This is an optimization exercise on Yosys and OpenROAD, whose aim is a short achievable clock period and few clock cycles, not a production implementation. No run shown here included a check of the RTL's function; only the layout flow was run. Power and IR drop assume default switching activity.

==> flow/design.v <==
`default_nettype none
package mips_pkg;
	localparam int word_w      = 32;
	localparam int reg_addr_w  = 5;
	localparam int dmem_addr_w = 7;
	typedef logic [word_w-1:0]     word_t;
	typedef logic [reg_addr_w-1:0] reg_addr_t;
	localparam logic [5:0] op_special = 6'h00;
	localparam logic [5:0] op_j       = 6'h02;
	localparam logic [5:0] op_jal     = 6'h03;
	localparam logic [5:0] op_beq     = 6'h04;
	localparam logic [5:0] op_bne     = 6'h05;
	localparam logic [5:0] op_addi    = 6'h08;
	localparam logic [5:0] op_lw      = 6'h23;
	localparam logic [5:0] op_sw      = 6'h2b;
	localparam logic [5:0] fn_sll = 6'h00;
	localparam logic [5:0] fn_srl = 6'h02;
	localparam logic [5:0] fn_jr  = 6'h08;
	localparam logic [5:0] fn_add = 6'h20;
	localparam logic [5:0] fn_sub = 6'h22;
	localparam logic [5:0] fn_and = 6'h24;
	localparam logic [5:0] fn_or  = 6'h25;
	localparam logic [5:0] fn_slt = 6'h2a;
	typedef enum logic [2:0] {
		alu_add = 3'd0,
		alu_sub = 3'd1,
		alu_and = 3'd2,
		alu_or  = 3'd3,
		alu_slt = 3'd4,
		alu_sll = 3'd5,
		alu_srl = 3'd6
	} alu_op_t;
	typedef enum logic [1:0] {
		pc_seq    = 2'd0,  
		pc_branch = 2'd1,  
		pc_jump   = 2'd2,  
		pc_reg    = 2'd3   
	} pc_src_t;
	localparam word_t reset_pc = 32'h0000_0000;
	localparam reg_addr_t reg_ra = 5'd31;
endpackage
`default_nettype wire
`default_nettype none
import mips_pkg::*;
module instr_decoder (
	input  mips_pkg::word_t     ir,
	output mips_pkg::reg_addr_t rd,         
	output logic                reg_write,  
	output logic                use_imm,    
	output logic                mem_read,
	output logic                mem_write,
	output logic                branch_eq,
	output logic                branch_ne,
	output logic                jump,       
	output logic                link,       
	output logic                jump_reg,   
	output logic                use_rs,     
	output logic                use_rt,     
	output mips_pkg::alu_op_t   alu_op
);
	logic [5:0] opcode;
	logic [5:0] funct;
	logic       special;
	logic       wr;
	mips_pkg::reg_addr_t dst;
	assign opcode  = ir[31:26];
	assign funct   = ir[5:0];
	assign special = (opcode == op_special) && (ir != '0);
	always_comb begin
		wr        = 1'b0;
		use_imm   = 1'b0;
		mem_read  = 1'b0;
		mem_write = 1'b0;
		branch_eq = 1'b0;
		branch_ne = 1'b0;
		jump      = 1'b0;
		link      = 1'b0;
		jump_reg  = 1'b0;
		use_rs    = 1'b0;
		use_rt    = 1'b0;
		alu_op    = alu_add;
		dst       = ir[15:11];
		case (opcode)
			op_special: begin
				if (special) begin
					wr     = 1'b1;
					use_rs = 1'b1;
					use_rt = 1'b1;
					case (funct)
						fn_sll: begin alu_op = alu_sll; use_rs = 1'b0; end
						fn_srl: begin alu_op = alu_srl; use_rs = 1'b0; end
						fn_add: alu_op = alu_add;
						fn_sub: alu_op = alu_sub;
						fn_and: alu_op = alu_and;
						fn_or:  alu_op = alu_or;
						fn_slt: alu_op = alu_slt;
						fn_jr: begin
							wr       = 1'b0;
							jump_reg = 1'b1;
							use_rt   = 1'b0;
						end
						default: begin
							wr     = 1'b0;
							use_rs = 1'b0;
							use_rt = 1'b0;
						end
					endcase
				end
			end
			op_addi: begin
				wr      = 1'b1;
				use_rs  = 1'b1;
				use_imm = 1'b1;
				dst     = ir[20:16];
			end
			op_lw: begin
				wr       = 1'b1;
				use_rs   = 1'b1;
				mem_read = 1'b1;
				dst      = ir[20:16];
			end
			op_sw: begin
				mem_write = 1'b1;
				use_rs    = 1'b1;
				use_rt    = 1'b1;
			end
			op_beq: begin
				branch_eq = 1'b1;
				use_rs    = 1'b1;
				use_rt    = 1'b1;
			end
			op_bne: begin
				branch_ne = 1'b1;
				use_rs    = 1'b1;
				use_rt    = 1'b1;
			end
			op_j:   jump = 1'b1;
			op_jal: begin
				jump = 1'b1;
				link = 1'b1;
				wr   = 1'b1;
				dst  = reg_ra;
			end
			default: ;
		endcase
	end
	assign reg_write = wr && (dst != '0);
	assign rd        = reg_write ? dst : '0;
endmodule
`default_nettype wire
`default_nettype none
import mips_pkg::*;
module register_file (
	input  logic                clk,
	input  logic                rst_n,
	input  logic [31:1]         rs_sel,
	input  logic [31:1]         rt_sel,
	input  logic [31:1]         wr_sel,    
	input  mips_pkg::word_t     wr_data,
	output mips_pkg::word_t     rs_data,
	output mips_pkg::word_t     rt_data
);
	mips_pkg::word_t regs [0:31];  
	always_ff @(posedge clk or negedge rst_n) begin
		if (!rst_n) begin
			for (int i = 1; i < 32; i++) begin
				regs[i] <= '0;
			end
		end else begin
			for (int i = 1; i < 32; i++) begin
				if (wr_sel[i]) regs[i] <= wr_data;
			end
		end
	end
	always_comb begin
		rs_data = '0;
		rt_data = '0;
		for (int i = 1; i < 32; i++) begin
			rs_data = rs_data | ({word_w{rs_sel[i]}} & regs[i]);
			rt_data = rt_data | ({word_w{rt_sel[i]}} & regs[i]);
		end
	end
endmodule
module zero_flags (
	input  logic                clk,
	input  logic                rst_n,
	input  logic [31:1]         w_oh,      
	input  mips_pkg::word_t     w_val,
	input  logic                w_zk,
	input  logic                w_zf,
	output logic [31:1]         zk,        
	output logic [31:1]         zf
);
	logic [31:1] zflag;
	logic        w_zero;
	assign w_zero = (w_val == '0);
	always_comb begin
		for (int k = 1; k < 32; k++) begin
			zk[k] = w_oh[k] ? w_zk : 1'b1;
			zf[k] = w_oh[k] ? w_zf : zflag[k];
		end
	end
	always_ff @(posedge clk or negedge rst_n) begin
		if (!rst_n) begin
			zflag <= '1;
		end else begin
			for (int k = 1; k < 32; k++) begin
				if (w_oh[k]) zflag[k] <= w_zero;
			end
		end
	end
endmodule
module one_flags (
	input  logic                clk,
	input  logic                rst_n,
	input  logic [31:1]         w_oh,      
	input  mips_pkg::word_t     w_val,
	output logic [31:1]         one
);
	logic w_one;
	assign w_one = (w_val == 32'd1);
	always_ff @(posedge clk or negedge rst_n) begin
		if (!rst_n) begin
			one <= '0;
		end else begin
			for (int k = 1; k < 32; k++) begin
				if (w_oh[k]) one[k] <= w_one;
			end
		end
	end
endmodule
`default_nettype wire
`default_nettype none
import mips_pkg::*;
module ks_add #(
	parameter int W = 32
) (
	input  logic [W-1:0] a,
	input  logic [W-1:0] b,
	input  logic         cin,
	output logic [W-1:0] s,
	output logic         cout
);
	localparam int L = (W <= 2) ? 1 : (W <= 4) ? 2 : (W <= 8) ? 3 : (W <= 16) ? 4 : (W <= 32) ? 5 : 6;
	logic [W-1:0] g [0:L];
	logic [W-1:0] p [0:L];
	logic [W-1:0] c;    
	assign g[0] = a & b;
	assign p[0] = a ^ b;
	for (genvar l = 0; l < L; l++) begin : g_lvl
		for (genvar i = 0; i < W; i++) begin : g_bit
			if (i >= (1 << l)) begin : g_comb
				assign g[l+1][i] = g[l][i] | (p[l][i] & g[l][i-(1<<l)]);
				assign p[l+1][i] = p[l][i] & p[l][i-(1<<l)];
			end else begin : g_pass
				assign g[l+1][i] = g[l][i];
				assign p[l+1][i] = p[l][i];
			end
		end
	end
	assign c[0] = cin;
	for (genvar i = 1; i < W; i++) begin : g_c
		assign c[i] = g[L][i-1] | (p[L][i-1] & cin);
	end
	assign s    = p[0] ^ c;
	assign cout = g[L][W-1] | (p[L][W-1] & cin);
endmodule
module gp_node (
	input  logic g_hi,
	input  logic p_hi,
	input  logic g_lo,
	input  logic p_lo,
	output logic g,
	output logic p
);
	assign g = g_hi | (p_hi & g_lo);
	assign p = p_hi & p_lo;
endmodule
module ks_add_nodes #(
	parameter int W = 32
) (
	input  logic [W-1:0] a,
	input  logic [W-1:0] b,
	input  logic         cin,
	output logic [W-1:0] s
);
	localparam int L = (W <= 2) ? 1 : (W <= 4) ? 2 : (W <= 8) ? 3 : (W <= 16) ? 4 : (W <= 32) ? 5 : 6;
	logic [W-1:0] g [0:L];
	logic [W-1:0] p [0:L];
	logic [W-1:0] c;    
	assign g[0] = a & b;
	assign p[0] = a ^ b;
	for (genvar l = 0; l < L; l++) begin : g_lvl
		for (genvar i = 0; i < W; i++) begin : g_bit
			if (i >= (1 << l)) begin : g_comb
				gp_node u_n (
					.g_hi (g[l][i]), .p_hi (p[l][i]), .g_lo (g[l][i-(1<<l)]), .p_lo (p[l][i-(1<<l)]),
					.g (g[l+1][i]), .p (p[l+1][i])
				);
			end else begin : g_pass
				assign g[l+1][i] = g[l][i];
				assign p[l+1][i] = p[l][i];
			end
		end
	end
	assign c[0] = cin;
	for (genvar i = 1; i < W; i++) begin : g_c
		logic unused_p;
		gp_node u_c (.g_hi (g[L][i-1]), .p_hi (p[L][i-1]), .g_lo (cin), .p_lo (1'b1), .g (c[i]), .p (unused_p));
	end
	assign s = p[0] ^ c;
endmodule
module alu (
	input  mips_pkg::word_t   op_a,
	input  mips_pkg::word_t   op_b,
	input  mips_pkg::word_t   op_bx,      
	input  logic              sub,        
	input  logic [4:0]        shamt,
	input  logic [5:0]        sel,        
	input  logic              ld,         
	input  mips_pkg::word_t   ld_data,
	output mips_pkg::word_t   result
);
	mips_pkg::word_t sum;
	logic  cout;
	logic  lt;
	ks_add_nodes #(.W(word_w)) u_add (
		.a    (op_a),
		.b    (op_bx),
		.cin  (sub),
		.s    (sum)
	);
	assign cout = 1'b0;
	assign lt = (op_a[word_w-1] == op_b[word_w-1]) ? sum[word_w-1] : op_a[word_w-1];
	mips_pkg::word_t shl, shr;
	alu_shift u_shift (.b (op_b), .shamt (shamt), .shl (shl), .shr (shr));
	alu_mux u_mux (
		.sel (sel), .sum (sum), .a_and_b (op_a & op_b), .a_or_b (op_a | op_b),
		.lt (lt), .shl (shl), .shr (shr), .ld (ld), .ld_data (ld_data), .result (result)
	);
endmodule
module alu_shift (
	input  mips_pkg::word_t b,
	input  logic [4:0]      shamt,
	output mips_pkg::word_t shl,
	output mips_pkg::word_t shr
);
	assign shl = b << shamt;
	assign shr = b >> shamt;
endmodule
module alu_mux (
	input  logic [5:0]      sel,
	input  mips_pkg::word_t sum,
	input  mips_pkg::word_t a_and_b,
	input  mips_pkg::word_t a_or_b,
	input  logic            lt,
	input  mips_pkg::word_t shl,
	input  mips_pkg::word_t shr,
	input  logic            ld,
	input  mips_pkg::word_t ld_data,
	output mips_pkg::word_t result
);
	assign result = ({word_w{sel[0]}} & sum) |
	                ({word_w{sel[1]}} & a_and_b) |
	                ({word_w{sel[2]}} & a_or_b) |
	                ({word_w{sel[3]}} & {{(word_w-1){1'b0}}, lt}) |
	                ({word_w{sel[4]}} & shl) |
	                ({word_w{sel[5]}} & shr) |
	                ({word_w{ld}} & ld_data);
endmodule
module alu_sel (
	input  mips_pkg::alu_op_t alu_op,
	output logic [5:0]        sel,
	output logic              sub
);
	assign sel[0] = (alu_op == alu_add) || (alu_op == alu_sub);
	assign sel[1] = (alu_op == alu_and);
	assign sel[2] = (alu_op == alu_or);
	assign sel[3] = (alu_op == alu_slt);
	assign sel[4] = (alu_op == alu_sll);
	assign sel[5] = (alu_op == alu_srl);
	assign sub    = (alu_op == alu_sub) || (alu_op == alu_slt);
endmodule
`default_nettype wire
`default_nettype none
import mips_pkg::*;
module pc_unit (
	input  logic              clk,
	input  logic              rst_n,
	input  logic              x_redirect,
	input  mips_pkg::word_t   x_target,
	input  logic              d_redirect,
	input  mips_pkg::word_t   d_target,
	input  mips_pkg::word_t   f_next,
	output mips_pkg::word_t   pc
);
	always_ff @(posedge clk or negedge rst_n) begin
		if (!rst_n) begin
			pc <= reset_pc;
		end else if (x_redirect) begin
			pc <= x_target;
		end else if (d_redirect) begin
			pc <= d_target;
		end else begin
			pc <= f_next;
		end
	end
endmodule
`default_nettype wire
`default_nettype none
import mips_pkg::*;
module single_cycle_mips (
	input  logic                                clk,
	input  logic                                rst_n,
	output mips_pkg::word_t                     ir_addr,
	input  mips_pkg::word_t                     ir,
	input  mips_pkg::word_t                     read_data_mem,
	output logic                                cen,
	output logic                                wen,
	output logic                                oen,
	output logic [mips_pkg::dmem_addr_w-1:0]    a,
	output mips_pkg::word_t                     data_to_mem
);
	mips_pkg::word_t pc;
	mips_pkg::word_t ra_pred;              
	logic            d_v;
	mips_pkg::word_t d_ir;
	mips_pkg::word_t d_pc;
	logic            d_pred;               
	mips_pkg::word_t d_jrpred;             
	mips_pkg::word_t d_pc4;                
	mips_pkg::word_t d_bt;                 
	logic [31:1]     d_rs_oh, d_rt_oh;     
	logic            d_bx_rs, d_bx_rt;     
	logic            d_bw_rs, d_bw_rt;     
	logic            d_dec1;               
	mips_pkg::reg_addr_t d_rd;             
	logic                x_v;
	mips_pkg::reg_addr_t x_rd;             
	logic [5:0]          x_sel;            
	logic                x_sub;
	mips_pkg::word_t     x_a, x_b;         
	mips_pkg::word_t     x_bx;             
	mips_pkg::word_t     w_valn;           
	logic                x_fa, x_fb, x_fs;  
	logic [4:0]          x_sh;
	logic                x_load, x_isadd;
	logic                x_beq, x_bne, x_pred, x_jr;
	mips_pkg::word_t     x_alt;            
	logic                x_one;            
	mips_pkg::word_t     x_jrpred;
	logic [mips_pkg::dmem_addr_w-1:0] x_addr;
	mips_pkg::word_t     x_wdata;
	logic                x_cen, x_wen, x_oen;
	mips_pkg::reg_addr_t w_rd;
	logic [31:1]         w_oh;             
	mips_pkg::word_t     w_val;
	logic            x_redirect, d_redirect;
	mips_pkg::word_t x_target, d_target;
	mips_pkg::word_t pc4, f_bt, f_next;
	logic [5:0]      f_op;
	logic            f_j, f_jal, f_jr, f_br, f_pred;
	logic            unused_c4;
	ks_add #(.W(word_w)) u_pc4 (.a (pc), .b (32'd4), .cin (1'b0), .s (pc4), .cout (unused_c4));
	logic [13:0] pc_hp1, pc_hm1;
	logic [15:0] f_bt_lo;
	logic        f_bt_c, unused_chp, unused_chm;
	ks_add #(.W(14)) u_hp1 (.a (pc[31:18]), .b (14'd1),      .cin (1'b0), .s (pc_hp1), .cout (unused_chp));
	ks_add #(.W(14)) u_hm1 (.a (pc[31:18]), .b ({14{1'b1}}), .cin (1'b0), .s (pc_hm1), .cout (unused_chm));
	ks_add #(.W(16)) u_fbt (.a (pc[17:2]), .b (ir[15:0]), .cin (1'b1), .s (f_bt_lo), .cout (f_bt_c));
	assign f_bt = {ir[15] ? (f_bt_c ? pc[31:18] : pc_hm1) : (f_bt_c ? pc_hp1 : pc[31:18]),
	               f_bt_lo, pc[1:0]};
	assign f_op   = ir[31:26];
	assign f_j    = (f_op == op_j) || (f_op == op_jal);
	assign f_jal  = (f_op == op_jal);
	assign f_jr   = (f_op == op_special) && (ir[5:0] == fn_jr);
	assign f_br   = (f_op == op_beq) || (f_op == op_bne);
	logic f_cd, f_cd_zero;
	assign f_pred = f_br && (f_cd ? (f_op == op_beq) == f_cd_zero : ir[15]);
	always_comb begin
		if (f_j)         f_next = {pc[31:28], ir[25:0], 2'b00};
		else if (f_jr)   f_next = ra_pred;
		else if (f_pred) f_next = f_bt;
		else             f_next = pc4;
	end
	pc_unit u_pc (
		.clk (clk), .rst_n (rst_n),
		.x_redirect (x_redirect), .x_target (x_target),
		.d_redirect (d_redirect), .d_target (d_target),
		.f_next (d_stall ? pc : f_next), .pc (pc)
	);
	assign ir_addr = pc;
	always_ff @(posedge clk or negedge rst_n) begin
		if (!rst_n) begin
			ra_pred <= '0;
		end else if (f_jal) begin
			ra_pred <= pc4;
		end
	end
	mips_pkg::reg_addr_t f_rd;
	logic f_wr, f_imm, f_load, f_store, f_beq, f_bne, f_jump, f_link, f_jrx, f_urs, f_urt;
	mips_pkg::alu_op_t f_aop;
	instr_decoder u_fdec (
		.ir (ir), .rd (f_rd), .reg_write (f_wr), .use_imm (f_imm),
		.mem_read (f_load), .mem_write (f_store), .branch_eq (f_beq),
		.branch_ne (f_bne), .jump (f_jump), .link (f_link), .jump_reg (f_jrx),
		.use_rs (f_urs), .use_rt (f_urt), .alu_op (f_aop)
	);
	logic [31:1] f_rs_oh, f_rt_oh;
	always_comb begin
		for (int i = 1; i < 32; i++) begin
			f_rs_oh[i] = (ir[25:21] == 5'(i));
			f_rt_oh[i] = (ir[20:16] == 5'(i));
		end
	end
	always_ff @(posedge clk or negedge rst_n) begin
		if (!rst_n) begin
			d_v      <= 1'b0;
			d_ir     <= '0;
			d_pc     <= '0;
			d_pred   <= 1'b0;
			d_jrpred <= '0;
			d_pc4    <= '0;
			d_bt     <= '0;
			d_rs_oh  <= '0;
			d_rt_oh  <= '0;
			d_bx_rs  <= 1'b0;
			d_bx_rt  <= 1'b0;
			d_bw_rs  <= 1'b0;
			d_bw_rt  <= 1'b0;
			d_dec1   <= 1'b0;
			d_rd     <= '0;
		end else if (d_stall) begin
			d_v      <= d_v && !x_redirect;
			d_bx_rs  <= 1'b0;
			d_bx_rt  <= 1'b0;
			d_bw_rs  <= (e_rd != '0) && (e_rd == rs);
			d_bw_rt  <= (e_rd != '0) && (e_rd == rt);
		end else begin
			d_bx_rs  <= d_v && (dd_rd != '0) && (dd_rd == ir[25:21]);
			d_bx_rt  <= d_v && (dd_rd != '0) && (dd_rd == ir[20:16]);
			d_bw_rs  <= (e_rd != '0) && (e_rd == ir[25:21]);
			d_bw_rt  <= (e_rd != '0) && (e_rd == ir[20:16]);
			d_v      <= !x_redirect && !d_redirect;
			d_ir     <= ir;
			d_pc     <= pc;
			d_pred   <= f_pred;
			d_jrpred <= ra_pred;
			d_pc4    <= pc4;
			d_bt     <= f_bt;
			d_rs_oh  <= f_rs_oh;
			d_rt_oh  <= f_rt_oh;
			d_dec1   <= (ir[31:26] == op_addi) && (ir[15:0] == 16'hffff) && (ir[20:16] != '0);
			d_rd     <= f_rd;
		end
	end
	mips_pkg::reg_addr_t dd_rd;
	logic dd_wr, dd_imm, dd_load, dd_store, dd_beq, dd_bne, dd_jump, dd_link, dd_jr, dd_urs, dd_urt;
	mips_pkg::alu_op_t dd_op;
	instr_decoder u_dec (
		.ir (d_ir), .rd (dd_rd), .reg_write (dd_wr), .use_imm (dd_imm),
		.mem_read (dd_load), .mem_write (dd_store), .branch_eq (dd_beq),
		.branch_ne (dd_bne), .jump (dd_jump), .link (dd_link), .jump_reg (dd_jr),
		.use_rs (dd_urs), .use_rt (dd_urt), .alu_op (dd_op)
	);
	mips_pkg::word_t     alu_res;
	mips_pkg::reg_addr_t rs, rt, e_rd;
	mips_pkg::word_t     rf_rs0, rf_rt0, rf_rs, rf_rt, imm, wb;
	assign rs  = d_ir[25:21];
	assign rt  = d_ir[20:16];
	assign imm = {{16{d_ir[15]}}, d_ir[15:0]};
	assign e_rd = x_v ? x_rd : '0;
	register_file u_regs (
		.clk (clk), .rst_n (rst_n),
		.rs_sel (d_rs_oh), .rt_sel (d_rt_oh),
		.wr_sel (w_oh), .wr_data (w_val),
		.rs_data (rf_rs0), .rt_data (rf_rt0)
	);
	assign rf_rs = d_bw_rs ? w_val : rf_rs0;
	assign rf_rt = d_bw_rt ? w_val : rf_rt0;
	mips_pkg::word_t a_eff, b_eff, bx_eff;
	assign a_eff  = x_fa ? w_val : x_a;
	assign b_eff  = x_fb ? w_val : x_b;
	assign bx_eff = x_fb ? (x_sub ? w_valn : w_val) : x_bx;
	logic x_sumzero, rdm_zero, w_zk, w_zf;
	function automatic logic sumzero(input logic [word_w-1:0] p, input logic [word_w-1:0] q);
		sumzero = ((p ^ q) == {p[word_w-2:0] | q[word_w-2:0], 1'b0});
	endfunction
	logic sz_00, sz_01, sz_10, sz_11;
	assign sz_00 = sumzero(x_a, x_b);
	assign sz_01 = sumzero(x_a, w_val);
	assign sz_10 = sumzero(w_val, x_b);
	assign sz_11 = sumzero(w_val, w_val);
	assign x_sumzero = x_fa ? (x_fb ? sz_11 : sz_10) : (x_fb ? sz_01 : sz_00);
	assign rdm_zero  = (read_data_mem == '0);
	logic [31:1] zf_old, zk_old, one_f;
	one_flags u_of (.clk (clk), .rst_n (rst_n), .w_oh (w_oh), .w_val (w_val), .one (one_f));
	logic d_cd, f_zc;
	assign d_cd      = d_v && d_dec1 && !d_bx_rs && ((d_rs_oh & w_oh) == '0);
	assign f_zc      = (ir[20:16] == '0) ? (ir[25:21] == d_rd) : ((ir[25:21] == '0) && (ir[20:16] == d_rd));
	assign f_cd      = d_cd && f_zc;
	assign f_cd_zero = (d_rs_oh & one_f) != '0;
	zero_flags u_zf (
		.clk (clk), .rst_n (rst_n), .w_oh (w_oh), .w_val (w_val), .w_zk (w_zk), .w_zf (w_zf),
		.zk (zk_old), .zf (zf_old)
	);
	logic rs0_z, rt0_z, zk_rs, zf_rs, zk_rt, zf_rt;
	assign rs0_z = (d_rs_oh == '0);
	assign rt0_z = (d_rt_oh == '0);
	assign zk_rs = ((d_rs_oh & ~zk_old) == '0);
	assign zf_rs = rs0_z || ((d_rs_oh & zf_old) != '0);
	assign zk_rt = ((d_rt_oh & ~zk_old) == '0);
	assign zf_rt = rt0_z || ((d_rt_oh & zf_old) != '0);
	logic x_zero, x_zknown, byp_rs, byp_rt;
	assign x_zero   = x_load ? rdm_zero : x_sumzero;
	assign x_zknown = x_load || x_isadd;
	assign byp_rs   = d_bx_rs && x_v;
	assign byp_rt   = d_bx_rt && x_v;
	logic d_br, d_skip, d_zc, d_early, d_zero, d_taken, d_unres;
	assign d_br    = dd_beq || dd_bne;
	assign d_skip  = (d_ir[15:0] == '0);      
	assign d_zc    = (rs == '0) || (rt == '0);
	assign d_early = d_zc && (byp_rs ? x_isadd : zk_rs) && (byp_rt ? x_isadd : zk_rt);
	assign d_zero  = (byp_rs ? x_sumzero : zf_rs) && (byp_rt ? x_sumzero : zf_rt);
	assign d_taken = dd_beq ? d_zero : !d_zero;
	assign d_unres = d_br && !d_skip && !d_early;
	assign d_redirect = d_v && !x_skip1 && d_br && !d_skip && d_early && (d_taken != d_pred);
	assign d_target   = d_taken ? d_bt : d_pc4;
	logic [8:0] addr_rf, addr_as, addr_ld, addr_lg, d_addr, cs_s, cs_c, x_lg;
	logic       unused_c1, unused_c2, unused_c3, unused_c5;
	logic [8:0] addr_r0, addr_w;
	logic       unused_c6;
	ks_add_nodes #(.W(9)) u_addr_r0  (.a (rf_rs0[8:0]), .b (d_ir[8:0]), .cin (1'b0), .s (addr_r0));
	assign unused_c1 = 1'b0;
	ks_add_nodes #(.W(9)) u_addr_w   (.a (w_val[8:0]),  .b (d_ir[8:0]), .cin (1'b0), .s (addr_w));
	assign unused_c6 = 1'b0;
	assign addr_rf = d_bw_rs ? addr_w : addr_r0;
	assign cs_s = a_eff[8:0] ^ bx_eff[8:0] ^ d_ir[8:0];
	assign cs_c = {(a_eff[7:0] & bx_eff[7:0]) | (a_eff[7:0] & d_ir[7:0]) | (bx_eff[7:0] & d_ir[7:0]), x_sub};
	ks_add_nodes #(.W(9)) u_addr_as  (.a (cs_s), .b (cs_c), .cin (1'b0), .s (addr_as));
	assign unused_c2 = 1'b0;
	ks_add_nodes #(.W(9)) u_addr_ld  (.a (read_data_mem[8:0]), .b (d_ir[8:0]), .cin (1'b0), .s (addr_ld));
	assign unused_c3 = 1'b0;
	assign x_lg = x_sel[1] ? (a_eff[8:0] & b_eff[8:0]) : (a_eff[8:0] | b_eff[8:0]);
	ks_add_nodes #(.W(9)) u_addr_lg  (.a (x_lg), .b (d_ir[8:0]), .cin (1'b0), .s (addr_lg));
	assign unused_c5 = 1'b0;
	always_comb begin
		if (!byp_rs)        d_addr = addr_rf;
		else if (x_load)    d_addr = addr_ld;
		else if (x_sel[0])  d_addr = addr_as;
		else                d_addr = addr_lg;
	end
	logic d_stall, stall_r, stall_next, f_mem;
	assign d_stall = d_v && stall_r;
	assign f_mem   = (ir[31:26] == op_lw) || (ir[31:26] == op_sw);
	assign stall_next = !d_stall && f_mem && (ir[25:21] != '0) && (ir[25:21] == dd_rd) &&
	                    (d_sel[3] || d_sel[4] || d_sel[5]);
	always_ff @(posedge clk or negedge rst_n) begin
		if (!rst_n) begin
			stall_r <= 1'b0;
		end else begin
			stall_r <= stall_next;
		end
	end
	logic [5:0]      d_sel;
	logic            d_sub;
	mips_pkg::word_t d_b;
	alu_sel u_alu_sel (.alu_op (dd_op), .sel (d_sel), .sub (d_sub));
	assign d_b = dd_imm ? imm : (dd_link ? '0 : rf_rt);
	logic dx;    
	assign dx = d_v && !x_redirect && !x_skip1 && !d_stall;
	always_ff @(posedge clk or negedge rst_n) begin
		if (!rst_n) begin
			x_v <= 1'b0; x_rd <= '0; x_sel <= '0; x_sub <= 1'b0; x_a <= '0; x_b <= '0; x_bx <= '0; x_sh <= '0;
			x_fa <= 1'b0; x_fb <= 1'b0; x_fs <= 1'b0;
			x_load <= 1'b0; x_isadd <= 1'b0;
			x_beq <= 1'b0; x_bne <= 1'b0; x_pred <= 1'b0; x_jr <= 1'b0;
			x_alt <= '0; x_jrpred <= '0; x_one <= 1'b0;
			x_addr <= '0; x_wdata <= '0;
			x_cen <= 1'b1; x_wen <= 1'b1; x_oen <= 1'b1;
		end else begin
			x_v      <= dx;
			x_rd     <= dd_rd;
			x_sel    <= dd_load ? 6'd0 : d_sel;
			x_sub    <= d_sub;
			x_a      <= dd_link ? d_pc4 : rf_rs;
			x_b      <= d_b;
			x_bx     <= d_sub ? ~d_b : d_b;
			x_fa     <= byp_rs && !dd_link;
			x_fb     <= byp_rt && !dd_imm && !dd_link;
			x_sh     <= d_ir[10:6];
			x_load   <= dd_load;
			x_isadd  <= (dd_op == alu_add) && !dd_load;
			x_beq    <= dd_beq && d_unres;
			x_bne    <= dd_bne && d_unres;
			x_pred   <= d_pred;
			x_one    <= (d_ir[15:0] == 16'd1);
			x_jr     <= dd_jr;
			x_alt    <= d_pred ? d_pc4 : d_bt;
			x_jrpred <= d_jrpred;
			x_addr   <= d_addr[8:2];
			x_wdata  <= rf_rt;
			x_fs     <= byp_rt;
			x_cen    <= !(dx && (dd_load || dd_store));
			x_wen    <= !(dx && dd_store);
			x_oen    <= !(dx && dd_load);
		end
	end
	alu u_alu (.op_a (a_eff), .op_b (b_eff), .op_bx (bx_eff), .sub (x_sub), .shamt (x_sh), .sel (x_sel),
	           .ld (x_load), .ld_data (read_data_mem), .result (alu_res));
	assign wb = alu_res;
	logic x_eq, x_taken;
	logic eq00, eq01, eq10, jr_nf, jr_f;
	assign eq00       = (x_a == x_b);
	assign eq01       = (x_a == w_val);
	assign eq10       = (w_val == x_b);
	assign x_eq       = x_fa ? (x_fb ? 1'b1 : eq10) : (x_fb ? eq01 : eq00);
	assign jr_nf      = (x_a != x_jrpred);
	assign jr_f       = (w_val != x_jrpred);
	assign x_taken    = (x_beq && x_eq) || (x_bne && !x_eq);
	logic x_mis, x_skip1;
	assign x_mis      = x_v && (x_beq || x_bne) && (x_taken != x_pred);
	assign x_skip1    = x_mis && x_taken && x_one && (pc == x_alt);
	assign x_redirect = (x_mis && !x_skip1) || (x_v && x_jr && (x_fa ? jr_f : jr_nf));
	assign x_target   = x_jr ? a_eff : x_alt;
	always_ff @(posedge clk or negedge rst_n) begin
		if (!rst_n) begin
			w_rd   <= '0;
			w_val  <= '0;
			w_valn <= '1;
			w_zk   <= 1'b1;
			w_zf   <= 1'b1;
			w_oh   <= '0;
		end else begin
			w_zk   <= x_zknown;
			w_zf   <= x_zero;
			for (int k = 1; k < 32; k++) w_oh[k] <= (e_rd == 5'(k));
			w_rd   <= e_rd;
			w_val  <= wb;
			w_valn <= ~wb;
		end
	end
	assign a           = x_addr;
	assign data_to_mem = x_fs ? w_val : x_wdata;
	assign cen         = !rst_n || x_cen;
	assign wen         = !rst_n || x_wen;
	assign oen         = !rst_n || x_oen;
endmodule
`default_nettype wire
==> flow/constraint.sdc <==
create_clock -name core_clock -period 8.0 [get_ports {clk}]
set_input_delay 1.6000 -clock core_clock [delete_from_list [all_inputs] [get_ports {clk}]]
set_output_delay 1.6000 -clock core_clock [all_outputs]
set_load 0.01 [all_outputs]
==> flow/config.mk <==
export PLATFORM = sky130hd
export DESIGN_NAME = single_cycle_mips
export DESIGN_NICKNAME = single_cycle_mips
export VERILOG_FILES = /design/flow/design.v
export SDC_FILE = /design/flow/constraint.sdc
export NUM_CORES = 8
export LEC_CHECK = 0
export CAP_MARGIN = 40
export CORE_MARGIN = 2
export CORE_UTILIZATION = 52
export SETUP_SLACK_MARGIN = 5
export SLEW_MARGIN = 40
export SYNTH_HIERARCHICAL = 1
export SYNTH_MINIMUM_KEEP_SIZE = 0
export TNS_END_PERCENT = 5
==> flow/run.sh <==
#!/bin/bash
# synth_recipe.tcl (not shown) runs the flow's synth.tcl, then flattens the netlist and writes it again
# the make line also repeats each setting of config.mk as NAME=value (left out here)
make -C /OpenROAD-flow-scripts/flow DESIGN_CONFIG=/design/flow/config.mk WORK_HOME=/design/flow/orfs CLKGATE_MAP_FILE= SYNTH_SCRIPT=/design/flow/synth_recipe.tcl finish
==> impl_metrics.env, run 1 <==
export IMPL_route_antenna_remaining_nets=0
export IMPL_die_width_um=437
export IMPL_cts_buf_count=178
export IMPL_max_cap_viol_count=0
export IMPL_cp_data_required_time_ps=8740
export IMPL_portBuffers=139
export IMPL_vias_in_the_first_global_route=81500
export IMPL_power_density_mw_per_mm2=226
export IMPL_cellLeakagePower_nw=52.2
export IMPL_wl_um=444000
export IMPL_start_util=0.524
export IMPL_cts_max_level=4
export IMPL_grt_usage=0.451
export IMPL_worst_setup_path_start_kind="register"
export IMPL_overflow=0
export IMPL_drtPass1Iterations=8
export IMPL_largest_register_ffs=992
export IMPL_finalWorstSetupSlack_ps=4000
export IMPL_yosys_warnings=32
export IMPL_layout_cell_area_non_filler_mm2=0.112
export IMPL_dp_worst_setup_slack_ps=2390
export IMPL_registers_top_by_ff_count="u_regs.regs"
export IMPL_cell_internal_pwr_mw=16.7
export IMPL_p_switching_mw=8.58
export IMPL_io_pin_count=140
export IMPL_path_max_fanout=41
export IMPL_final_nets=9576
export IMPL_std_cell_rows=158
export IMPL_antenna_found_initial=35
export IMPL_netlist_area_pre_place_mm2=0.0975
export IMPL_detail_route_drc_violations=0
export IMPL_vias=84900
export IMPL_worst_setup_path_type="register to register"
export IMPL_routedWlPerCell_um=37.2
export IMPL_timing_critical_path_arrival_ps=4730
export IMPL_pwr_share_seq=0.397
export IMPL_ctsRootBufferMaster="clkbuf_16"
export IMPL_worstMarginPinSlew_ps=993
export IMPL_final_hold_violation_count=0
export IMPL_report_final_slew_viol_count=0
export IMPL_finClkSkew_ps=53.2
export IMPL_p_sw_frac=0.339
export IMPL_finalCritPeriodShare=0.499
export IMPL_power_combinational_fraction=0.257
export IMPL_setup_violations=0
export IMPL_fp_coreArea_mm2=0.186
export IMPL_drt_vias_per_instance=7.13
export IMPL_outcome="timing/DRC/antenna clean"
export IMPL_postSynthCellCount=9105
export IMPL_cts_max_path_buffers=3
export IMPL_area_growth_pct=14.8
export IMPL_die_area_mm2=0.191
export IMPL_insertion_delay_ps=870
export IMPL_finalCriticalPeriod_ps=4000
export IMPL_drive_gt1_frac=0.275
export IMPL_fin_tns_setup_ps=0
export IMPL_rsz0062_at_grt="yes"
export IMPL_clock_fmax_ghz=0.250
export IMPL_critPathCaptureType="register"
export IMPL_cts_num_sinks=1648
export IMPL_fin_total_pwr_mw=25.3
export IMPL_gp_routability_congestion=1.02
export IMPL_ctsHoldBuffers=0
export IMPL_max_slew_margin_rel=0.338
export IMPL_violation_count_after_the_first_detailed_routing_iteration=13400
export IMPL_place_detailed_hpwl_um=288000
export IMPL_clk_transition_reported_paths_ps=60
export IMPL_grt_first_pass_wirelength_um=617000
export IMPL_cts_tree="built"
export IMPL_largest_net_degree_at_the_start_of_global_routing=155
export IMPL_avgSynthCellArea_um2=10.7
export IMPL_worst_hold_path_type="register to register"
export IMPL_filler_cells_inserted=15500
export IMPL_die_h_um=437
export IMPL_clockPowerShare=0.346
export IMPL_ir_drop_uv=232
export IMPL_placed_area_mm2=0.102
[power groups by stage]
stage / clock (mW) / sequential [mW] / combinational [mW]
6_report: 8.75 / 10.0 / 6.51
3_3_place_gp: 0 / 10.2 / 5.83
5_1_grt: 9.11 / 10.1 / 6.93
4_1_cts: 8.77 / 10.0 / 6.23
2_1_floorplan: 0 / 9.73 / 3.99
3_5_place_dp: 0 / 10.2 / 5.88
[stage by stage]
| step | instances | util | hold WS, ps |
|---|---|---|---|
| after floorplan | 9212 | - | 352 |
| after global placement | 11400 | 0.546 | 357 |
| after detailed placement | 11400 | 0.547 | 358 |
| after CTS | 11800 | 0.596 | 367 |
| after global routing | 11900 | 0.602 | 369 |
| final | 11900 | 0.602 | 367 |
[per-layer routing]
| metal | global-route usage | routed length [um] |
|---|---|---|
| met3 | 0.173 | 61400 |
| met1 | 0.590 | 168000 |
| met5 | 0.000252 | 615 |
| met4 | 0.283 | 33600 |
| met2 | 0.624 | 180000 |
[what timing repair did]
item,CTS,global route
setup buffers,91,44
resized for setup,493,127
endpoints found under the setup margin,605,506
pin swaps,21,18
gates cloned,22,6
[critical path, cell delays in order (launching register included)]
cell	delay [ps]
dfrtp_1	390
clkbuf_8	340
inv_1	120
ha_1	340
nor4_1	330
nand4_1	190
nor3_2	370
o21ai_0	130
o31a_1	230
buf_4	190
mux2_2	290
a21oi_2	120
and2_4	280
clkbuf_16	240
mux2i_1	200
o21ai_1	80
[final cells by class]
class	instances	area, um2	area share
Clock buffer	264	5230	0.0467
Timing Repair Buffer	534	6200	0.0554
Clock inverter	71	906	0.00809
Tap cell	2480	3100	0.0277
Antenna cell	20	50.0	0.000447
Inverter	357	1360	0.0121
Sequential cell	1648	41600	0.372
Multi-Input combinational cell	6537	53500	0.478
[cell usage in the layout (no fill, tap or decap), types with 80 or more instances in the layout]
cell type        instances
xnor2_1                166
nor2_1                 235
nand4_1                199
clkbuf_16              185
nand3_1                203
xor2_1                 204
a21oi_1                141
o21ai_0                173
and2_1                 251
dfrtp_2                 97
dfrtp_1               1446
mux2_2                1192
a22o_1                 105
inv_1                  337
nand2_1                680
mux2i_1                174
ha_1                   216
nor4_1                  93
clkdlybuf4s50_1         80
conb_1                 109
a22oi_1                916
a21o_1                 310
buf_4                  232
[worst paths after layout]
path	to	startpoint	slack, ps	depth (start not counted)
max in group asynchronous	u_regs.regs[4][17]	rst_n	5120	4
setup / recovery	u_pc.pc[6]	w_val[26]	4000	15
setup reg to reg	u_pc.pc[6]	w_val[26]	4000	15
min in group asynchronous	u_regs.regs[2][9]	rst_n	690	1
hold reg to reg	x_jrpred[21]	d_jrpred[21]	370	0
hold / removal	x_jrpred[21]	d_jrpred[21]	370	0
==> inputs of run 2 (changes only) <==
--- a/flow/design.v
+++ b/flow/design.v
@@ -172,14 +172,38 @@
 			end
 		end
 	end
-	always_comb begin
-		rs_data = '0;
-		rt_data = '0;
-		for (int i = 1; i < 32; i++) begin
-			rs_data = rs_data | ({word_w{rs_sel[i]}} & regs[i]);
-			rt_data = rt_data | ({word_w{rt_sel[i]}} & regs[i]);
-		end
-	end
+	logic [31:0] rs_sel_x, rt_sel_x;
+	assign rs_sel_x = {rs_sel, 1'b0};
+	assign rt_sel_x = {rt_sel, 1'b0};
+	mips_pkg::word_t rs_g [4], rt_g [4];
+	for (genvar g = 0; g < 4; g++) begin : g_grp
+		mips_pkg::word_t v [8];
+		for (genvar j = 0; j < 8; j++) begin : g_v
+			assign v[j] = (8*g + j == 0) ? '0 : regs[8*g + j];
+		end
+		rf_read8 u_rs (.sel ({rs_sel_x[8*g+7 -: 8]}), .v0 (v[0]), .v1 (v[1]), .v2 (v[2]), .v3 (v[3]),
+		               .v4 (v[4]), .v5 (v[5]), .v6 (v[6]), .v7 (v[7]), .q (rs_g[g]));
+		rf_read8 u_rt (.sel ({rt_sel_x[8*g+7 -: 8]}), .v0 (v[0]), .v1 (v[1]), .v2 (v[2]), .v3 (v[3]),
+		               .v4 (v[4]), .v5 (v[5]), .v6 (v[6]), .v7 (v[7]), .q (rt_g[g]));
+	end
+	assign rs_data  = rs_g[0] | rs_g[1] | rs_g[2] | rs_g[3];
+	assign rt_data  = rt_g[0] | rt_g[1] | rt_g[2] | rt_g[3];
+endmodule
+module rf_read8 (
+	input  logic [7:0]      sel,
+	input  mips_pkg::word_t v0,
+	input  mips_pkg::word_t v1,
+	input  mips_pkg::word_t v2,
+	input  mips_pkg::word_t v3,
+	input  mips_pkg::word_t v4,
+	input  mips_pkg::word_t v5,
+	input  mips_pkg::word_t v6,
+	input  mips_pkg::word_t v7,
+	output mips_pkg::word_t q
+);
+	assign q = ({word_w{sel[0]}} & v0) | ({word_w{sel[1]}} & v1) | ({word_w{sel[2]}} & v2) |
+	           ({word_w{sel[3]}} & v3) | ({word_w{sel[4]}} & v4) | ({word_w{sel[5]}} & v5) |
+	           ({word_w{sel[6]}} & v6) | ({word_w{sel[7]}} & v7);
 endmodule
 module zero_flags (
 	input  logic                clk,
@@ -442,7 +466,7 @@
 	mips_pkg::word_t     x_a, x_b;         
 	mips_pkg::word_t     x_bx;             
 	mips_pkg::word_t     w_valn;           
-	logic                x_fa, x_fb, x_fs;  
+	logic                x_fa, x_fb;       
 	logic [4:0]          x_sh;
 	logic                x_load, x_isadd;
 	logic                x_beq, x_bne, x_pred, x_jr;
@@ -672,7 +696,7 @@
 	always_ff @(posedge clk or negedge rst_n) begin
 		if (!rst_n) begin
 			x_v <= 1'b0; x_rd <= '0; x_sel <= '0; x_sub <= 1'b0; x_a <= '0; x_b <= '0; x_bx <= '0; x_sh <= '0;
-			x_fa <= 1'b0; x_fb <= 1'b0; x_fs <= 1'b0;
+			x_fa <= 1'b0; x_fb <= 1'b0;
 			x_load <= 1'b0; x_isadd <= 1'b0;
 			x_beq <= 1'b0; x_bne <= 1'b0; x_pred <= 1'b0; x_jr <= 1'b0;
 			x_alt <= '0; x_jrpred <= '0; x_one <= 1'b0;
@@ -699,8 +723,7 @@
 			x_alt    <= d_pred ? d_pc4 : d_bt;
 			x_jrpred <= d_jrpred;
 			x_addr   <= d_addr[8:2];
-			x_wdata  <= rf_rt;
-			x_fs     <= byp_rt;
+			x_wdata  <= byp_rt ? wb : rf_rt;    
 			x_cen    <= !(dx && (dd_load || dd_store));
 			x_wen    <= !(dx && dd_store);
 			x_oen    <= !(dx && dd_load);
@@ -741,7 +764,7 @@
 		end
 	end
 	assign a           = x_addr;
-	assign data_to_mem = x_fs ? w_val : x_wdata;
+	assign data_to_mem = x_wdata;
 	assign cen         = !rst_n || x_cen;
 	assign wen         = !rst_n || x_wen;
 	assign oen         = !rst_n || x_oen;
==> run 2 against run 1 <==
Critical path depth fell by 3. Die area rose by 3.9%. Sequential share of layout area fell by 0.97 points. Worst hold slack got worse by 5.8 ps. Worst setup slack got worse by 40 ps. Wire length rose by 2.2%. First-iteration DRC count fell by 7.3%. Highest routed layer unchanged. Total power rose by 23%. Area after synthesis rose by 3.9%. Cell area rose by 2.6%. Clock power barely moved. Largest power group unchanged.
==> impl_metrics.env, run 2 <==
export IMPL_outcome="timing/DRC/antenna clean"
export IMPL_timing_critical_path_cells="buf_4 -> a22oi_1 -> nand4_1 -> or4_4 -> ha_1 -> and2_1 -> and2_1 -> a21o_1 -> a21o_1 -> xor3_1 -> mux2i_2 -> a21oi_1"
export IMPL_crit_family="simple AND/OR/NAND/NOR gates"
export IMPL_worstMarginPinSlew_ps=976
export IMPL_vias_in_the_first_global_route=82000
export IMPL_io_pin_count=140
export IMPL_worst_setup_path_start_kind="register"
export IMPL_cts_num_sinks=1647
export IMPL_grt_first_pass_wirelength_um=628000
export IMPL_die_area_mm2=0.198
export IMPL_finClkSkew_ps=40.3
export IMPL_route_antenna_remaining_nets=0
export IMPL_cts_tree="built"
export IMPL_cell_internal_pwr_mw=19.2
export IMPL_cts_buf_count=183
export IMPL_power_combinational_fraction=0.359
export IMPL_netlist_area_pre_place_mm2=0.101
export IMPL_clockPowerShare=0.282
export IMPL_p_sw_frac=0.382
export IMPL_power_density_mw_per_mm2=271
export IMPL_yosys_warnings=43
export IMPL_avgSynthCellArea_um2=11.1
export IMPL_postSynthCellCount=9139
export IMPL_violation_count_after_the_first_detailed_routing_iteration=12400
export IMPL_cp_data_required_time_ps=8690
export IMPL_fin_tns_setup_ps=0
export IMPL_critPathCaptureType="register"
export IMPL_largest_net_degree_at_the_start_of_global_routing=142
export IMPL_grt_usage=0.443
export IMPL_wl_um=453000
export IMPL_final_common_cell="dfrtp_1"
export IMPL_slowest_delay_ps=630
export IMPL_max_cap_viol_count=0
export IMPL_clk_transition_reported_paths_ps=60
export IMPL_critPathSlowestCell="or4_4"
export IMPL_fp_coreArea_mm2=0.193
export IMPL_timing_critical_path_arrival_ps=4720
export IMPL_routedWlPerCell_um=37.5
export IMPL_detail_route_drc_violations=0
export IMPL_worst_setup_path_type="register to register"
export IMPL_portBuffers=139
export IMPL_path_max_fanout=23
export IMPL_placed_area_mm2=0.104
export IMPL_final_nets=9711
export IMPL_drt_vias_per_instance=7.06
export IMPL_place_detailed_hpwl_um=290000
export IMPL_pwr_share_seq=0.359
export IMPL_finalCriticalPeriod_ps=4030
export IMPL_clock_fmax_ghz=0.248
export IMPL_vias=85300
export IMPL_finalCritPeriodShare=0.504
export IMPL_insertion_delay_ps=890
export IMPL_drive_gt1_frac=0.263
export IMPL_drtPass1Iterations=9
export IMPL_largest_register_ffs=992
export IMPL_most_common_layout_cells="1447 x dfrtp_1, 1162 x a22oi_1, 718 x mux2_4, 664 x nand2_1, 459 x mux2_2"
export IMPL_setup_violations=0
export IMPL_layout_cell_area_non_filler_mm2=0.115
export IMPL_registers_top_by_ff_count="u_regs.regs"
export IMPL_cellLeakagePower_nw=51.9
export IMPL_gp_routability_congestion=1.01
export IMPL_report_final_slew_viol_count=0
export IMPL_die_h_um=445
export IMPL_start_util=0.525
export IMPL_final_hold_violation_count=0
export IMPL_std_cell_rows=161
export IMPL_overflow=0
export IMPL_worst_hold_path_type="register to register"
export IMPL_rsz0062_at_grt="yes"
export IMPL_max_slew_margin_rel=0.349
export IMPL_area_growth_pct=13.4
export IMPL_cts_max_level=4
export IMPL_ir_drop_uv=239
export IMPL_ctsRootBufferMaster="clkbuf_16"
export IMPL_antenna_found_initial=41
export IMPL_die_width_um=445
export IMPL_worst_path_buf_inv=1
export IMPL_p_switching_mw=11.9
export IMPL_cts_max_path_buffers=3
-- run 2: cell types whose count changed in the layout (fill, tap and decap cells not counted), moves of 65 or more --
cell	delta
a221oi_2	-65
nand4_1	+120
nand3_1	-126
a22oi_1	+246
mux2_4	+675
mux2_2	-733
conb_1	+74
-- run 2: per-stage QoR --
stage                     worst slack [ps]  hold slack (ps)   util  total power [mW]  instances
after floorplan                       3720              352      -              17.1       9319
after global placement                2420              358  0.539              20.8      11500
after detailed placement              2330              360  0.540              20.9      11500
after CTS                             4050              360  0.585              30.1      12000
after global routing                  3990              369  0.595              32.1      12100
final                                 3970              361  0.595              31.1      12100
-- run 2: per-layer routing --
metal,wire (um),global-route usage,up-vias
li1,-,-,34400
met1,175000,0.586,43000
met2,186000,0.623,6257
met3,56200,0.143,1632
met4,36600,0.285,30
met5,238,0,-
-- run 2: repair_timing --
item	4_1_cts	5_1_grt
buffers inserted	98	63
pin swaps	29	41
hold buffers	0	0
resized for setup	322	212
gates cloned	15	12
setup endpoints to repair	511	599
-- run 2: layout make-up --
class / instances / area (um2)
diodes: 16 / 40.0
clock buffers: 263 / 5330
repair buffers: 552 / 6320
fillers: 16200 / 78100
clock inverters: 74 / 820
flip-flops and latches: 1647 / 41600
multi-input cells: 6664 / 56300
well taps: 2526 / 3160
inverters: 343 / 1300
-- run 2: path summary, 6_finish.rpt --
path / slack, ps / to / start / cells after the start
setup / recovery: 3970 / x_addr[6] / d_rs_oh[27] / 12
hold / removal: 360 / x_jrpred[12] / d_jrpred[12] / 0
setup reg to reg: 3970 / x_addr[6] / d_rs_oh[27] / 12
hold reg to reg: 360 / x_jrpred[12] / d_jrpred[12] / 0
max in group asynchronous: 5100 / u_regs.regs[5][28] / rst_n / 5
min in group asynchronous: 620 / d_ir[14] / rst_n / 1
-- run 2: power groups by stage --
stage | clock network, mW | logic, mW | registers, mW
floorplan | 0 | 6.34 | 10.8
global placement | 0 | 9.63 | 11.2
detailed placement | 0 | 9.71 | 11.2
CTS | 8.81 | 10.3 | 11.1
global route | 9.16 | 11.7 | 11.3
finish | 8.78 | 11.1 | 11.2
==> inputs of run 3 (changes only) <==
--- a/flow/design.v
+++ b/flow/design.v
@@ -172,38 +172,14 @@
 			end
 		end
 	end
-	logic [31:0] rs_sel_x, rt_sel_x;
-	assign rs_sel_x = {rs_sel, 1'b0};
-	assign rt_sel_x = {rt_sel, 1'b0};
-	mips_pkg::word_t rs_g [4], rt_g [4];
-	for (genvar g = 0; g < 4; g++) begin : g_grp
-		mips_pkg::word_t v [8];
-		for (genvar j = 0; j < 8; j++) begin : g_v
-			assign v[j] = (8*g + j == 0) ? '0 : regs[8*g + j];
-		end
-		rf_read8 u_rs (.sel ({rs_sel_x[8*g+7 -: 8]}), .v0 (v[0]), .v1 (v[1]), .v2 (v[2]), .v3 (v[3]),
-		               .v4 (v[4]), .v5 (v[5]), .v6 (v[6]), .v7 (v[7]), .q (rs_g[g]));
-		rf_read8 u_rt (.sel ({rt_sel_x[8*g+7 -: 8]}), .v0 (v[0]), .v1 (v[1]), .v2 (v[2]), .v3 (v[3]),
-		               .v4 (v[4]), .v5 (v[5]), .v6 (v[6]), .v7 (v[7]), .q (rt_g[g]));
-	end
-	assign rs_data  = rs_g[0] | rs_g[1] | rs_g[2] | rs_g[3];
-	assign rt_data  = rt_g[0] | rt_g[1] | rt_g[2] | rt_g[3];
-endmodule
-module rf_read8 (
-	input  logic [7:0]      sel,
-	input  mips_pkg::word_t v0,
-	input  mips_pkg::word_t v1,
-	input  mips_pkg::word_t v2,
-	input  mips_pkg::word_t v3,
-	input  mips_pkg::word_t v4,
-	input  mips_pkg::word_t v5,
-	input  mips_pkg::word_t v6,
-	input  mips_pkg::word_t v7,
-	output mips_pkg::word_t q
-);
-	assign q = ({word_w{sel[0]}} & v0) | ({word_w{sel[1]}} & v1) | ({word_w{sel[2]}} & v2) |
-	           ({word_w{sel[3]}} & v3) | ({word_w{sel[4]}} & v4) | ({word_w{sel[5]}} & v5) |
-	           ({word_w{sel[6]}} & v6) | ({word_w{sel[7]}} & v7);
+	always_comb begin
+		rs_data = '0;
+		rt_data = '0;
+		for (int i = 1; i < 32; i++) begin
+			rs_data = rs_data | ({word_w{rs_sel[i]}} & regs[i]);
+			rt_data = rt_data | ({word_w{rt_sel[i]}} & regs[i]);
+		end
+	end
 endmodule
 module zero_flags (
 	input  logic                clk,
@@ -253,6 +229,41 @@
 		end
 	end
 endmodule
+module value_flags (
+	input  logic                clk,
+	input  logic                rst_n,
+	input  logic [31:1]         w_oh,      
+	input  mips_pkg::word_t     w_val,
+	output logic [31:1]         zero,
+	output logic [255:0]        hash       
+);
+	logic [31:1] zr;
+	logic [7:0]  hr [32];
+	logic        w_zero;
+	logic [7:0]  w_hash;
+	assign w_zero = (w_val == '0);
+	assign w_hash = w_val[7:0] ^ w_val[15:8] ^ w_val[23:16] ^ w_val[31:24];
+	always_comb begin
+		hash[7:0] = '0;
+		for (int k = 1; k < 32; k++) begin
+			zero[k] = w_oh[k] ? w_zero : zr[k];
+			hash[8*k +: 8] = w_oh[k] ? w_hash : hr[k];
+		end
+	end
+	always_ff @(posedge clk or negedge rst_n) begin
+		if (!rst_n) begin
+			zr <= '1;
+			for (int k = 0; k < 32; k++) hr[k] <= '0;
+		end else begin
+			for (int k = 1; k < 32; k++) begin
+				if (w_oh[k]) begin
+					zr[k] <= w_zero;
+					hr[k] <= w_hash;
+				end
+			end
+		end
+	end
+endmodule
 `default_nettype wire
 `default_nettype none
 import mips_pkg::*;
@@ -458,6 +469,7 @@
 	logic            d_bx_rs, d_bx_rt;     
 	logic            d_bw_rs, d_bw_rt;     
 	logic            d_dec1;               
+	logic            d_res, d_eq;          
 	mips_pkg::reg_addr_t d_rd;             
 	logic                x_v;
 	mips_pkg::reg_addr_t x_rd;             
@@ -499,7 +511,7 @@
 	assign f_jal  = (f_op == op_jal);
 	assign f_jr   = (f_op == op_special) && (ir[5:0] == fn_jr);
 	assign f_br   = (f_op == op_beq) || (f_op == op_bne);
-	logic f_cd, f_cd_zero;
+	logic f_cd, f_cd_zero, f_res, f_eq;
 	assign f_pred = f_br && (f_cd ? (f_op == op_beq) == f_cd_zero : ir[15]);
 	always_comb begin
 		if (f_j)         f_next = {pc[31:28], ir[25:0], 2'b00};
@@ -554,6 +566,8 @@
 			d_bw_rt  <= 1'b0;
 			d_dec1   <= 1'b0;
 			d_rd     <= '0;
+			d_res    <= 1'b0;
+			d_eq     <= 1'b0;
 		end else if (d_stall) begin
 			d_v      <= d_v && !x_redirect;
 			d_bx_rs  <= 1'b0;
@@ -575,6 +589,8 @@
 			d_rs_oh  <= f_rs_oh;
 			d_rt_oh  <= f_rt_oh;
 			d_dec1   <= (ir[31:26] == op_addi) && (ir[15:0] == 16'hffff) && (ir[20:16] != '0);
+			d_res    <= f_res;
+			d_eq     <= f_eq;
 			d_rd     <= f_rd;
 		end
 	end
@@ -619,6 +635,26 @@
 	assign rdm_zero  = (read_data_mem == '0);
 	logic [31:1] zf_old, zk_old, one_f;
 	one_flags u_of (.clk (clk), .rst_n (rst_n), .w_oh (w_oh), .w_val (w_val), .one (one_f));
+	logic [31:1] vz;
+	logic [255:0] vh;
+	value_flags u_vf (.clk (clk), .rst_n (rst_n), .w_oh (w_oh), .w_val (w_val), .zero (vz), .hash (vh));
+	logic [7:0] h_rs, h_rt;
+	logic       z_rs_f, z_rt_f, fly_rs, fly_rt, f_same;
+	always_comb begin
+		h_rs = '0;
+		h_rt = '0;
+		for (int k = 1; k < 32; k++) begin
+			h_rs = h_rs | ({8{f_rs_oh[k]}} & vh[8*k +: 8]);
+			h_rt = h_rt | ({8{f_rt_oh[k]}} & vh[8*k +: 8]);
+		end
+	end
+	assign z_rs_f = (ir[25:21] == '0) || ((f_rs_oh & vz) != '0);
+	assign z_rt_f = (ir[20:16] == '0) || ((f_rt_oh & vz) != '0);
+	assign fly_rs = (ir[25:21] != '0) && ((d_v && d_rd == ir[25:21]) || (e_rd == ir[25:21]));
+	assign fly_rt = (ir[20:16] != '0) && ((d_v && d_rd == ir[20:16]) || (e_rd == ir[20:16]));
+	assign f_same = (ir[25:21] == ir[20:16]);
+	assign f_eq   = f_same || (z_rs_f && z_rt_f);
+	assign f_res  = f_same || (!fly_rs && !fly_rt && (f_eq || (h_rs != h_rt) || (z_rs_f != z_rt_f)));
 	logic d_cd, f_zc;
 	assign d_cd      = d_v && d_dec1 && !d_bx_rs && ((d_rs_oh & w_oh) == '0);
 	assign f_zc      = (ir[20:16] == '0) ? (ir[25:21] == d_rd) : ((ir[25:21] == '0) && (ir[20:16] == d_rd));
@@ -644,8 +680,8 @@
 	assign d_br    = dd_beq || dd_bne;
 	assign d_skip  = (d_ir[15:0] == '0);      
 	assign d_zc    = (rs == '0) || (rt == '0);
-	assign d_early = d_zc && (byp_rs ? x_isadd : zk_rs) && (byp_rt ? x_isadd : zk_rt);
-	assign d_zero  = (byp_rs ? x_sumzero : zf_rs) && (byp_rt ? x_sumzero : zf_rt);
+	assign d_early = d_res || (d_zc && (byp_rs ? x_isadd : zk_rs) && (byp_rt ? x_isadd : zk_rt));
+	assign d_zero  = d_res ? d_eq : ((byp_rs ? x_sumzero : zf_rs) && (byp_rt ? x_sumzero : zf_rt));
 	assign d_taken = dd_beq ? d_zero : !d_zero;
 	assign d_unres = d_br && !d_skip && !d_early;
 	assign d_redirect = d_v && !x_skip1 && d_br && !d_skip && d_early && (d_taken != d_pred);
==> run 3 against run 2 <==
Largest power group unchanged. Global-route usage is 7.0 points higher. Sequential cell count is 281 higher. Critical path depth is 5 higher. Register-to-register slack worse by 230 ps. Still clean. Cell count is 19% higher. Wire length is 30% higher. Worst hold slack worse by 18 ps. Utilization is 2.9 points higher.
==> impl_metrics.env, run 3 <==
export IMPL_timing_hold_worst_path_depth=0
export IMPL_cts_tree="built"
export IMPL_placedCellCount=13500
export IMPL_area_of_the_multi_input_gates_mm2=0.0622
export IMPL_clk_transition_reported_paths_ps=70
export IMPL_cts_num_sinks=1928
export IMPL_cellLeakagePower_nw=61.9
export IMPL_cts_max_level=4
export IMPL_yosys_warnings=34
export IMPL_finalCritPeriodShare=0.533
export IMPL_utilization=0.624
export IMPL_final_common_cell="dfrtp_1"
export IMPL_placed_area_mm2=0.117
export IMPL_die_width_um=469
export IMPL_reg2reg_slack_ps=3730
export IMPL_std_cell_rows=170
export IMPL_drive_gt1_frac=0.284
export IMPL_worstMarginPinSlew_ps=1100
export IMPL_seq_area_mm2=0.0487
export IMPL_detail_route_drc_violations=0
export IMPL_netlist_area_pre_place_mm2=0.112
export IMPL_die_h_um=469
export IMPL_cts_max_path_buffers=3
export IMPL_timing_critical_path_arrival_ps=4940
export IMPL_reg2regPathDepth=17
export IMPL_cts_buf_count=201
export IMPL_finClkSkew_ps=108
export IMPL_clock_fmax_ghz=0.234
export IMPL_startpoint_of_the_worst_hold_path="d_jrpred[4]"
export IMPL_insertion_delay_ps=930
export IMPL_setup_violations=0
export IMPL_slowest_delay_ps=580
export IMPL_largest_net_degree_at_the_start_of_global_routing=150
export IMPL_max_cap_viol_count=0
export IMPL_rsz0062_at_grt="yes"
export IMPL_drt_vias_per_instance=7.41
export IMPL_postSynthCellCount=10900
export IMPL_route_antenna_remaining_nets=0
export IMPL_ctsHoldBuffers=0
export IMPL_start_util=0.523
export IMPL_critical_path_reg2reg_startpoint="x_fa"
export IMPL_critPathCaptureType="register"
export IMPL_violation_count_after_the_first_detailed_routing_iteration=18700
export IMPL_fin_tns_setup_ps=0
export IMPL_worst_setup_path_type="register to register"
export IMPL_reg_largest_list="u_regs.regs (992), u_vf.hr (248)"
export IMPL_routedWlPerCell_um=41.2
export IMPL_vias=106000
export IMPL_finalWorstSetupSlack_ps=3730
export IMPL_area_growth_pct=19.3
export IMPL_worst_hold_path_type="register to register"
export IMPL_cp_data_required_time_ps=8670
export IMPL_overflow=0
export IMPL_drtPass1Iterations=17
export IMPL_final_nets=11600
export IMPL_worst_path_buf_inv=3
export IMPL_most_common_layout_cells="1682 x dfrtp_1, 1130 x mux2_2, 1049 x a22oi_1, 852 x nand2_1, 547 x nor2_1"
export IMPL_crit_family="compound AO/OA/AOI/OAI gates"
export IMPL_finalCriticalPeriod_ps=4270
export IMPL_registers_top_by_ff_count="u_regs.regs"
export IMPL_wl_um=591000
export IMPL_power_density_mw_per_mm2=225
export IMPL_antenna_found_initial=59
export IMPL_report_final_slew_viol_count=0
export IMPL_fin_total_pwr_mw=30.2
export IMPL_critPathSlowestCell="dfrtp_4"
export IMPL_cp_common_cell="a21o_1"
export IMPL_outcome="timing/DRC/antenna clean"
export IMPL_io_pin_count=140
export IMPL_min_delay_worst_endpoint="x_jrpred[4]"
export IMPL_holdWs_ps=343
export IMPL_grt_first_pass_wirelength_um=789000
export IMPL_largest_register_ffs=992
export IMPL_worst_setup_path_start_kind="register"
export IMPL_die_area_mm2=0.220
export IMPL_dp_worst_setup_slack_ps=1920
export IMPL_vias_in_the_first_global_route=99400
export IMPL_layout_cell_area_non_filler_mm2=0.134
export IMPL_filler_cells_inserted=17400
export IMPL_timing_critical_path_cells="buf_12 -> buf_12 -> mux2i_4 -> inv_2 -> ha_4 -> a21o_1 -> a21o_1 -> a21o_1 -> a21o_1 -> a21o_1 -> a21o_4 -> xor3_1 -> mux2_4 -> a22oi_2 -> nand3_2 -> nor2_4 -> a21oi_4"
export IMPL_avgSynthCellArea_um2=10.3
export IMPL_instances_no_fill=14400
export IMPL_path_max_fanout=8
export IMPL_final_hold_violation_count=0
export IMPL_fp_coreArea_mm2=0.215
export IMPL_ctsRootBufferMaster="clkbuf_16"
export IMPL_grt_usage=0.513
export IMPL_timing_rr_end="x_wdata[0]"
export IMPL_place_detailed_hpwl_um=371000
export IMPL_portBuffers=139
export IMPL_max_slew_margin_rel=0.268
export IMPL_gp_routability_congestion=1.08
export IMPL_ir_drop_uv=256
## run 3: cell types whose count changed in the layout (fill, tap and decap cells not counted), sizes merged, moves of 66 or more
| cell | previous run | this run |
|---|---|---|
| nand4 | 321 | 235 |
| o21ai | 195 | 285 |
| nand2 | 672 | 860 |
| a222oi | 8 | 74 |
| nor2 | 274 | 567 |
| nand3 | 80 | 252 |
| buf | 402 | 743 |
| conb | 183 | 111 |
| xnor2 | 148 | 219 |
| dfrtp | 1579 | 1829 |
| a21oi | 184 | 484 |
| a22oi | 1176 | 1063 |
## run 3: layout make-up
cell class / instances / share of cell area
Timing Repair Buffer: 926 / 0.0810
Sequential cell: 1928 / 0.363
Inverter: 390 / 0.0113
Clock buffer: 294 / 0.0438
Tap cell: 2838 / 0.0265
Antenna cell: 54 / 0.00101
Multi-Input combinational cell: 7859 / 0.464
Clock inverter: 80 / 0.00900
## run 3: power breakdown
| part | internal (mW) | total (mW) | switching, mW | leakage [nW] |
|---|---|---|---|---|
| clock network | 5.70 | 10.1 | 4.40 | 3.45 |
| logic | 3.32 | 8.43 | 5.10 | 32.7 |
| registers | 10.6 | 11.7 | 1.06 | 25.7 |
## run 3: worst reg2reg max path: stages, from the launching register on
cell     delay, ps
dfrtp_4        580
buf_12         210
buf_12         180
mux2i_4        380
inv_2          110
ha_4           270
a21o_1         190
a21o_1         190
a21o_1         230
a21o_1         180
a21o_1         180
a21o_4         220
xor3_1         210
mux2_4         290
a22oi_2        190
nand3_2        150
nor2_4         200
a21oi_4         80
## run 3: worst max-delay path by stage
stage                     startpoint          to  slack, ps  cells past startpoint
after floorplan               ir[25]       d_res       3380                     14
after global placement        ir[22]       d_res       1380                     12
after detailed placement      ir[21]       d_res       1920                     12
after CTS                 d_rs_oh[7]   x_addr[6]       3920                     13
after global routing            x_fa  x_wdata[0]       3790                     18
final                           x_fa  x_wdata[0]       3730                     17
## run 3: per-layer routing
layer | vias up | share of wire | GRT usage
li1 | 41000 | - | -
met1 | 52900 | 0.35 | 0.630
met2 | 9538 | 0.39 | 0.701
met3 | 2916 | 0.15 | 0.232
met4 | 50 | 0.098 | 0.384
met5 | - | 0.0019 | 0.0190
## run 3: timing repair
| item | in CTS | in global routing |
|---|---|---|
| gates resized for setup | 543 | 407 |
| cloned | 36 | 28 |
| pin swaps | 52 | 111 |
| setup buffers | 199 | 200 |
| endpoints found under the hold margin | 0 | 0 |
| setup endpoints to repair | 756 | 699 |

[port drivers added, routing unchanged]
How much do the figures lean on ideal ports? The routed layouts below were timed once more, with nothing changed but the port constraints. Step 1 (the two cells are an assumption about what drives the block):
set clk [get_ports {clk}]
set_driving_cell -lib_cell sky130_fd_sc_hd__clkbuf_16 $clk
set_driving_cell -lib_cell sky130_fd_sc_hd__buf_2 [delete_from_list [all_inputs] $clk]
Step 2 times the ports against the registers' clock, not the clock port: input delays grow and output delays shrink by t, the midpoint of the rising clock arrivals with the driver on. Three values: ideal, step 1, step 2; two values: the first two.
run	t, ns	setup WS [ns]	latest minus earliest clock arrival (ns)	worst data-port slew with drivers (ns)	pins driven straight from the clock port
run 1	0.941	4.005 / 3.926 / 3.291	0.053 / 0.054	0.20	1
run 2	0.946	3.965 / 3.562 / 3.120	0.043 / 0.042	0.62	1
run 3	0.984	3.734 / 3.701 / 2.717	0.110 / 0.109	0.47	1
After both steps setup and hold are still met in every run listed. The setup slack of run 3, which loses most, moves by -0.033 ns with the drivers and by -1.017 ns with both steps.
